This is an optimization exercise on Yosys and OpenROAD, whose aim is small area, a short achievable clock period and few clock cycles per item, not a production implementation. In this exercise RTL edits were held to simulation tests only and were not proved equivalent to the original.

[design/flow/run.sh]
#!/bin/bash
# synth_recipe.tcl (not shown) runs the flow's synth.tcl, then flattens the netlist and writes it again
# the make line also repeats each setting of config.mk as NAME=value (left out here)
make -C /OpenROAD-flow-scripts/flow DESIGN_CONFIG=/design/flow/config.mk WORK_HOME=/design/flow/orfs CLKGATE_MAP_FILE= SYNTH_SCRIPT=/design/flow/synth_recipe.tcl finish
[design/flow/config.mk]
export PLATFORM = sky130hd
export DESIGN_NAME = layer_top
export DESIGN_NICKNAME = layer_top
export VERILOG_FILES = /design/flow/design.v
export SDC_FILE = /design/flow/constraint.sdc
export NUM_CORES = 4
export LEC_CHECK = 0
export CAP_MARGIN = 20
export CORE_MARGIN = 2
export CORE_UTILIZATION = 40
export SLEW_MARGIN = 20
[design/flow/constraint.sdc]
create_clock -name core_clock -period 7.0 [get_ports {clk}]
set_input_delay 1.4000 -clock core_clock [delete_from_list [all_inputs] [get_ports {clk}]]
set_output_delay 1.4000 -clock core_clock [all_outputs]
set_load 0.01 [all_outputs]
[design/flow/design.v]
package layer_pkg;
   typedef logic signed [16-1:0] data_t;
   typedef logic [$clog2(8)-1:0] vec_addr_t;
   typedef logic [$clog2(8 * (16 / 4))-1:0] weight_addr_t;
   typedef logic [$clog2((16 / 4))-1:0] row_t;           
   typedef logic [$clog2(16)-1:0] out_idx_t;    
   typedef enum logic [1:0] {
      SEQ_IDLE,       
      SEQ_LOAD,       
      SEQ_COMPUTE,    
      SEQ_STREAM      
   } seq_state_t;
endpackage
package layer_coef_pkg;
   localparam int WEIGHT_ENTRIES = 4 * 8 * (16 / 4);
   localparam int BIAS_ENTRIES   = 4 * (16 / 4);
   localparam logic [WEIGHT_ENTRIES*16-1:0] weight_table = {
      {
         -16'sd38,  16'sd33,  16'sd109, 16'sd24,  -16'sd3,   -16'sd45,  -16'sd19,  16'sd48,
         16'sd103,  16'sd18,  16'sd82,  -16'sd28, 16'sd101,  -16'sd64,  -16'sd108, 16'sd3,
         -16'sd18,  16'sd107, 16'sd2,   -16'sd45, -16'sd85,  16'sd22,   16'sd86,   16'sd32,
         -16'sd1,   -16'sd105, 16'sd81, 16'sd42,  16'sd45,   16'sd39,   -16'sd54,  16'sd63
      },
      {
         16'sd29,   -16'sd75, -16'sd24, 16'sd89,  -16'sd12,  -16'sd72,  16'sd114,  -16'sd15,
         -16'sd11,  -16'sd4,  -16'sd36, 16'sd105, 16'sd53,   -16'sd50,  -16'sd37,  16'sd72,
         -16'sd110, -16'sd77, 16'sd9,   16'sd71,  16'sd1,    16'sd100,  16'sd15,   -16'sd72,
         16'sd90,   16'sd84,  16'sd7,   -16'sd36, 16'sd56,   -16'sd106, 16'sd20,   16'sd22
      },
      {
         -16'sd109, -16'sd24, 16'sd30,  16'sd68,  -16'sd123, -16'sd41,  16'sd119,  16'sd31,
         16'sd54,   16'sd121, 16'sd12,  16'sd60,  -16'sd48,  16'sd3,    -16'sd37,  16'sd78,
         16'sd93,   -16'sd101, 16'sd116, -16'sd83, 16'sd31,  -16'sd49,  16'sd124,  16'sd29,
         -16'sd78,  16'sd8,   16'sd67,  16'sd81,  16'sd87,   16'sd63,   -16'sd18,  -16'sd105
      },
      {
         -16'sd2,   -16'sd5,  16'sd22,  -16'sd23, 16'sd96,   -16'sd58,  16'sd36,   -16'sd70,
         16'sd126,  16'sd113, -16'sd73, 16'sd94,  -16'sd73,  16'sd92,   -16'sd104, -16'sd98,
         -16'sd64,  -16'sd77, -16'sd4,  -16'sd9,  -16'sd113, 16'sd20,   16'sd21,   -16'sd3,
         16'sd115,  16'sd106, 16'sd14,  -16'sd126, -16'sd1,  -16'sd93,  16'sd0,    16'sd126
      }
   };
   localparam logic [BIAS_ENTRIES*16-1:0] bias_table = {
      {-16'sd70, 16'sd120, 16'sd71,  -16'sd60},
      {-16'sd47, 16'sd115, -16'sd83, 16'sd67},
      {16'sd41,  16'sd38,  -16'sd81, -16'sd106},
      {16'sd103, 16'sd83,  16'sd0,   -16'sd10}
   };
endpackage
module layer_sequencer (
   input  logic                    clk,
   input  logic                    reset,
   input  logic                    s_valid,
   input  logic                    stream_done,
   output logic                    s_ready,
   output logic                    vec_wr_en,
   output logic                    acc_clear,
   output logic                    acc_en,
   output logic                    row_done,
   output logic                    results_ready,
   output layer_pkg::vec_addr_t    vec_addr,
   output layer_pkg::weight_addr_t weight_addr,
   output layer_pkg::row_t         bias_addr,
   output layer_pkg::row_t         row_idx
);
   layer_pkg::seq_state_t state;
   layer_pkg::seq_state_t next_state;
   layer_pkg::vec_addr_t  load_cnt;       
   layer_pkg::vec_addr_t  col;
   layer_pkg::row_t       row;
   layer_pkg::row_t       row_d1;
   logic       col_active;     
   logic       drain;          
   logic       load_last;
   logic       issue_clear;
   logic       issue_acc;
   logic       issue_last;
   logic       acc_last;
   logic       compute_last;
   assign s_ready      = (state == layer_pkg::SEQ_LOAD);
   assign vec_wr_en    = s_ready & s_valid;
   assign load_last    = vec_wr_en && (load_cnt == layer_pkg::vec_addr_t'(8 - 1));
   assign issue_clear  = (state == layer_pkg::SEQ_COMPUTE) && !drain && !col_active;
   assign issue_acc    = (state == layer_pkg::SEQ_COMPUTE) && !drain && col_active;
   assign issue_last   = issue_acc && (col == layer_pkg::vec_addr_t'(8 - 1));
   assign compute_last = row_done && (row_idx == layer_pkg::row_t'((16 / 4) - 1));
   assign vec_addr    = (state == layer_pkg::SEQ_LOAD) ? load_cnt : col;
   assign weight_addr = {row, col};    
   assign bias_addr   = row;
   always_comb begin
      next_state = state;
      case (state)
         layer_pkg::SEQ_IDLE:    if (s_valid) next_state = layer_pkg::SEQ_LOAD;
         layer_pkg::SEQ_LOAD:    if (load_last) next_state = layer_pkg::SEQ_COMPUTE;
         layer_pkg::SEQ_COMPUTE: if (compute_last) next_state = layer_pkg::SEQ_STREAM;
         layer_pkg::SEQ_STREAM:  if (stream_done) next_state = layer_pkg::SEQ_IDLE;
         default:     next_state = layer_pkg::SEQ_IDLE;
      endcase
   end
   always_ff @(posedge clk) begin
      if (reset || state == layer_pkg::SEQ_IDLE) begin
         load_cnt   <= '0;
         col        <= '0;
         row        <= '0;
         col_active <= 1'b0;
         drain      <= 1'b0;
      end else begin
         if (vec_wr_en)
            load_cnt <= load_cnt + 1'b1;
         if (issue_clear)
            col_active <= 1'b1;
         if (issue_acc)
            col <= col + 1'b1;
         if (issue_last) begin
            col        <= '0;
            col_active <= 1'b0;
            row        <= row + 1'b1;
            if (row == layer_pkg::row_t'((16 / 4) - 1))
               drain <= 1'b1;    
         end
      end
   end
   always_ff @(posedge clk) begin
      if (reset)
         state <= layer_pkg::SEQ_IDLE;
      else
         state <= next_state;
   end
   always_ff @(posedge clk) begin
      if (reset) begin
         acc_clear     <= 1'b0;
         acc_en        <= 1'b0;
         acc_last      <= 1'b0;
         row_done      <= 1'b0;
         results_ready <= 1'b0;
      end else begin
         acc_clear     <= issue_clear;
         acc_en        <= issue_acc;
         acc_last      <= issue_last;
         row_done      <= acc_last;        
         results_ready <= compute_last;
      end
   end
   always_ff @(posedge clk) begin
      row_d1  <= row;
      row_idx <= row_d1;
   end
endmodule
module mac_lane #(
   parameter int LANE = 0
) (
   input  logic                    clk,
   input  logic                    reset,
   input  logic                    acc_clear,
   input  logic                    acc_en,
   input  layer_pkg::data_t        x_word,
   input  layer_pkg::weight_addr_t weight_addr,
   input  layer_pkg::row_t         bias_addr,
   output layer_pkg::data_t        acc
);
   layer_pkg::data_t                           weight_q;
   layer_pkg::data_t                           bias_q;
   logic signed [2*16-1:0] full_product;
   layer_pkg::data_t                           product;
   always_ff @(posedge clk) begin
      weight_q <= layer_coef_pkg::weight_table[(layer_coef_pkg::WEIGHT_ENTRIES - 1 - (LANE * 8 * (16 / 4)
                               + int'(weight_addr))) * 16 +: 16];
      bias_q   <= layer_coef_pkg::bias_table[(layer_coef_pkg::BIAS_ENTRIES - 1 - (LANE * (16 / 4) + int'(bias_addr)))
                             * 16 +: 16];
   end
   assign full_product = weight_q * x_word;
   assign product      = full_product[16-1:0];    
   always_ff @(posedge clk) begin
      if (reset)
         acc <= '0;
      else if (acc_clear)
         acc <= bias_q;              
      else if (acc_en)
         acc <= acc + product;       
   end
endmodule
module mac_array (
   input  logic                    clk,
   input  logic                    reset,
   input  logic                    vec_wr_en,
   input  logic                    acc_clear,
   input  logic                    acc_en,
   input  layer_pkg::data_t        data_in,
   input  layer_pkg::vec_addr_t    vec_addr,
   input  layer_pkg::weight_addr_t weight_addr,
   input  layer_pkg::row_t         bias_addr,
   output logic [4*16-1:0] lane_result    
);
   layer_pkg::data_t vec_mem [0:8-1];
   layer_pkg::data_t x_word;    
   always_ff @(posedge clk) begin
      if (vec_wr_en)
         vec_mem[vec_addr] <= data_in;
      x_word <= vec_mem[vec_addr];    
   end
   genvar lane;
   generate
      for (lane = 0; lane < 4; lane++) begin : g_lane
         mac_lane #(
            .LANE(lane)
         ) u_mac_lane (
            .clk         (clk),
            .reset       (reset),
            .acc_clear   (acc_clear),
            .acc_en      (acc_en),
            .x_word      (x_word),
            .weight_addr (weight_addr),
            .bias_addr   (bias_addr),
            .acc         (lane_result[lane*16 +: 16])
         );
      end
   endgenerate
endmodule
module result_buffer (
   input  logic             clk,
   input  logic             reset,
   input  logic             row_done,
   input  logic             results_ready,
   input  logic             m_ready,
   input  layer_pkg::row_t  row_idx,
   input  logic [4*16-1:0] lane_result,    
   output logic             m_valid,
   output logic             stream_done,
   output layer_pkg::data_t data_out
);
   layer_pkg::data_t    results [0:16-1];
   layer_pkg::out_idx_t rd_ptr;       
   logic     out_fire;
   logic     last_word;
   always_ff @(posedge clk) begin
      if (row_done) begin
         for (int l = 0; l < 4; l++) begin
            if (lane_result[l*16 + 16-1])
               results[layer_pkg::out_idx_t'(int'(row_idx) * 4 + l)] <= '0;
            else
               results[layer_pkg::out_idx_t'(int'(row_idx) * 4 + l)] <= lane_result[l*16 +: 16];
         end
      end
   end
   assign out_fire    = m_valid & m_ready;
   assign last_word   = (rd_ptr == layer_pkg::out_idx_t'(16 - 1));
   assign stream_done = out_fire & last_word;
   assign data_out    = results[rd_ptr];    
   always_ff @(posedge clk) begin
      if (reset) begin
         m_valid <= 1'b0;
         rd_ptr  <= '0;
      end else if (results_ready) begin
         m_valid <= 1'b1;
         rd_ptr  <= '0;
      end else if (out_fire) begin
         if (last_word)
            m_valid <= 1'b0;              
         else
            rd_ptr <= rd_ptr + 1'b1;
      end
   end
endmodule
module layer_top (
   input  logic             clk,
   input  logic             reset,
   input  logic             s_valid,
   input  logic             m_ready,
   input  layer_pkg::data_t data_in,
   output logic             s_ready,
   output logic             m_valid,
   output layer_pkg::data_t data_out
);
   logic         vec_wr_en;
   logic         acc_clear;
   logic         acc_en;
   logic         row_done;
   logic         results_ready;
   logic         stream_done;
   layer_pkg::vec_addr_t    vec_addr;
   layer_pkg::weight_addr_t weight_addr;
   layer_pkg::row_t         bias_addr;
   layer_pkg::row_t         row_idx;
   logic [4*16-1:0] lane_result;    
   layer_sequencer u_sequencer (
      .clk           (clk),
      .reset         (reset),
      .s_valid       (s_valid),
      .stream_done   (stream_done),
      .s_ready       (s_ready),
      .vec_wr_en     (vec_wr_en),
      .acc_clear     (acc_clear),
      .acc_en        (acc_en),
      .row_done      (row_done),
      .results_ready (results_ready),
      .vec_addr      (vec_addr),
      .weight_addr   (weight_addr),
      .bias_addr     (bias_addr),
      .row_idx       (row_idx)
   );
   mac_array u_mac_array (
      .clk         (clk),
      .reset       (reset),
      .vec_wr_en   (vec_wr_en),
      .acc_clear   (acc_clear),
      .acc_en      (acc_en),
      .data_in     (data_in),
      .vec_addr    (vec_addr),
      .weight_addr (weight_addr),
      .bias_addr   (bias_addr),
      .lane_result (lane_result)
   );
   result_buffer u_result_buffer (
      .clk           (clk),
      .reset         (reset),
      .row_done      (row_done),
      .results_ready (results_ready),
      .m_ready       (m_ready),
      .row_idx       (row_idx),
      .lane_result   (lane_result),
      .m_valid       (m_valid),
      .stream_done   (stream_done),
      .data_out      (data_out)
   );
endmodule
==> flow_summary.toml <==
[sta]
max_slew_margin_pct = 24.1
period_share_pct = 88.2
hold_violations = 0
clock_skew_ps = 45.4
fin_ws_ps = 825
rsz0062_at_grt = "false"
finalSetupViolCount = 0
setup_tns_ps = 0
tightest_slew_ps = 1140
slew_violations = 0
max_freq_mhz = 162
post-route-min-period_ps = 6170

[synthesis]
yosysWarnings = 7
ys_seq_elements = 519
syn_area_sq_mm = 0.0377
synth_edf_count = 368
synth_cell_type_count = 65
synth-main-ff-cell = "edfxtp_1"
ys_seq_area_share_pct = 37.4
avgSynthCellArea_sq_um = 10.8
async_flop_share_pct = 0
postSynthCellCount = 3488
syn_nets = 4144

[setup_path]
crit_chain = "buf_4, nand2_1, fa_1, fa_1, fa_1, fa_1, inv_1, fa_1, inv_1, fa_1, inv_1, ha_1, a21o_1, a21oi_1, nor2_1, a211oi_1, o31ai_1, xnor2_1, o22ai_1"
crit_fanout = 22
worstPathArrival_ps = 6660
max_stage_delay_ps = 780
cp_slowest_cell = "fa_1"
cp_data_required_time_ps = 7480
cpMostUsedCell = "fa_1"
path_class = "flop to flop"
start_kind = "flop"
worstSetupEndpointType = "flop"

[die]
start_util_pct = 40.4
die_x_um = 311
die_y_um = 311
io_pins = 38
core_sq_mm = 0.0933
dieArea_sq_mm = 0.0967
rows = 112

[routing]
drc = 0
firstDrtPassIters = 6
vias = 24300
drt_iter0_markers = 2128
wirelength_um = 95700
routed_via_density = 5.09
routedWlPerCell_um = 20.1
drtAntennaViolNets = 0

[grt]
grt_pass1_vias = 25100
grt_pass1_wl_um = 150000
grt_remaining_overflow = 0
antenna_found_initial = 1
track_usage_pct = 20.1
grt_max_degree = 79

[outcome]
status = "complete, no violations"

[placement]
gp_congestion = 0.910
portBuffers = 36
dp_hpwl_um = 69300
dp_slack_ps = 875

[cts]
root_buffer = "clkbuf_16"
cts_made_buffers = 57
cts_setup_buffers = 0
htree_levels = 2
clock_latency_ps = 650
cts_tree = "built"
clock_path_buffers = 3
cts_sinks = 519
ctsResizeCount = 0
hold_buffers = 0
path_clk_slew_ps = 70

[flow_run]
maxCapViolCount = 0

[cells_and_area]
antenna_cells = 0
drive_gt1_share_pct = 7.15
area_delta_synth_final_pct = 9.50
layout.nets = 4118
fillers = 8840

[min_path]
hold_class = "flop to flop"
synth_stat cells (9+ instances only):
| library cell | number | area (sq um) |
|---|---|---|
| nor2b_1 | 16 | 100 |
| a21boi_0 | 9 | 67.6 |
| o21ai_0 | 73 | 365 |
| dfxtp_1 | 151 | 3020 |
| xnor2_1 | 114 | 998 |
| edfxtp_1 | 368 | 11100 |
| o211ai_1 | 13 | 97.6 |
| a21oi_1 | 178 | 891 |
| a31oi_1 | 11 | 68.8 |
| nand3_1 | 19 | 95.1 |
| and2_1 | 276 | 1730 |
| o21a_1 | 11 | 82.6 |
| a21o_1 | 12 | 90.1 |
| nand2b_1 | 14 | 87.6 |
| inv_1 | 639 | 2400 |
| clkbuf_1 | 134 | 503 |
| a211oi_1 | 30 | 225 |
| or4_1 | 15 | 113 |
| xor2_1 | 27 | 236 |
| nor3_1 | 40 | 200 |
| ha_1 | 284 | 3550 |
| buf_2 | 16 | 80.1 |
| mux4_2 | 77 | 1730 |
| buf_1 | 14 | 52.6 |
| mux2i_1 | 27 | 270 |
| nor2_1 | 83 | 312 |
| nand2_1 | 395 | 1480 |
| fa_1 | 352 | 7050 |
| o21bai_1 | 13 | 97.6 |
logic make-up after synthesis:
family | after synthesis | synth area share [%]
simple gates | 881 | 11.3
xor+xnor | 144 | 3.42
mux | 106 | 5.39
compound gates | 385 | 6.05
fa+ha+maj | 636 | 28.1
other cells | 1 | 0.00995
flops | 519 | 37.4
buf+inv | 816 | 8.29
critical path: cells and delay by family (launching register included):
family	cells	cell delay (ps)
AOI/OAI and AO/OA	5	800
xor gates and xnor gates	1	150
adders and majority gates	7	3630
buffers and inverters	4	490
DFF	1	680
and+or+nand+nor	2	270
per-layer routing:
layer	share of wire, %	vias to the layer above	track usage [%]
met2	48	667	33.9
li1	-	11200	-
met3	5.1	113	2.39
met1	45	12200	27.9
met4	1.9	2	4.19
met5	0.014	-	0
layout make-up:
type | instances | area [sq um] | area share, %
timing repair buffer | 90 | 761 | 1.84
multi-input combinational | 2153 | 20500 | 49.8
inverter | 641 | 2410 | 5.83
sequential | 519 | 14100 | 34.1
tap | 1254 | 1570 | 3.80
clock inverter | 37 | 398 | 0.965
clock buffer | 71 | 1490 | 3.61
stage by stage:
step / utilization [%] / cells / hold slack [ps] / cell area (sq um)
after floorplan: - / 3488 / 351 / 37700
after global placement: 42.2 / 4657 / 455 / 39400
after detailed placement: 42.2 / 4657 / 468 / 39400
after CTS: 44.2 / 4765 / 443 / 41300
after global routing: 44.2 / 4765 / 443 / 41300
final: 44.2 / 4765 / 451 / 41300
sequential cells by signal, indices dropped and copies added, names as in the netlist, 2 cells and up, named ones only:
signal                                  cells
u_result_buffer.results                   240
u_mac_array.vec_mem                       128
u_mac_array.g_lane.u_mac_lane.acc          64
u_mac_array.g_lane.u_mac_lane.weight_q     32
u_mac_array.x_word                         16
u_mac_array.g_lane.u_mac_lane.bias_q       11
u_result_buffer.rd_ptr                      4
u_sequencer.col                             3
u_sequencer.load_cnt                        3
u_sequencer.row                             2
u_sequencer.row_idx                         2
u_sequencer.state                           2
final timing paths:
check,slack [ps],cells after the start,from,to
setup / recovery,830,19,u_mac_array.x_word[1],u_mac_array.g_lane[3].u_mac_lane.acc[15]
hold / removal,450,0,u_mac_array.g_lane[1].u_mac_lane.bias_q[1],u_sequencer.row_idx[0]
setup reg to reg,830,19,u_mac_array.x_word[1],u_mac_array.g_lane[3].u_mac_lane.acc[15]
hold reg to reg,450,0,u_mac_array.g_lane[1].u_mac_lane.bias_q[1],u_sequencer.row_idx[0]
cell usage in the layout (no fill, tap or decap), types with 77 or more instances in the layout:
cell type / n
a21oi_1: 178
and2_1: 276
dfxtp_1: 145
edfxtp_1: 368
fa_1: 352
ha_1: 284
inv_1: 639
mux4_2: 77
nand2_1: 395
nor2_1: 82
xnor2_1: 114
Testbench counts, summed over its fixed seeds: cycles 24,576, items 384.

what the ideal ports hide:
How much do the figures lean on ideal ports? The routed layout below was timed once more, with nothing changed but the port constraints. Step 1: set_driving_cell puts a clkbuf_16 on clk and a buf_2 on each other input, an assumption about the parent block. Step 2 times the ports against the registers' clock, not the clock port: input delays grow and output delays shrink by t, the midpoint of the rising clock arrivals with the driver on. a / b / c = ideal / step 1 / step 2; a / b = the first two.
shift t [ns]: 0.690
slack for setup (ns): 0.825 / 0.825 / 0.825
worst setup path at the end: register to register
After both steps this run still meets setup and hold. The setup slack of this run moves by 0.000 ns with the drivers and by 0.000 ns with both steps.
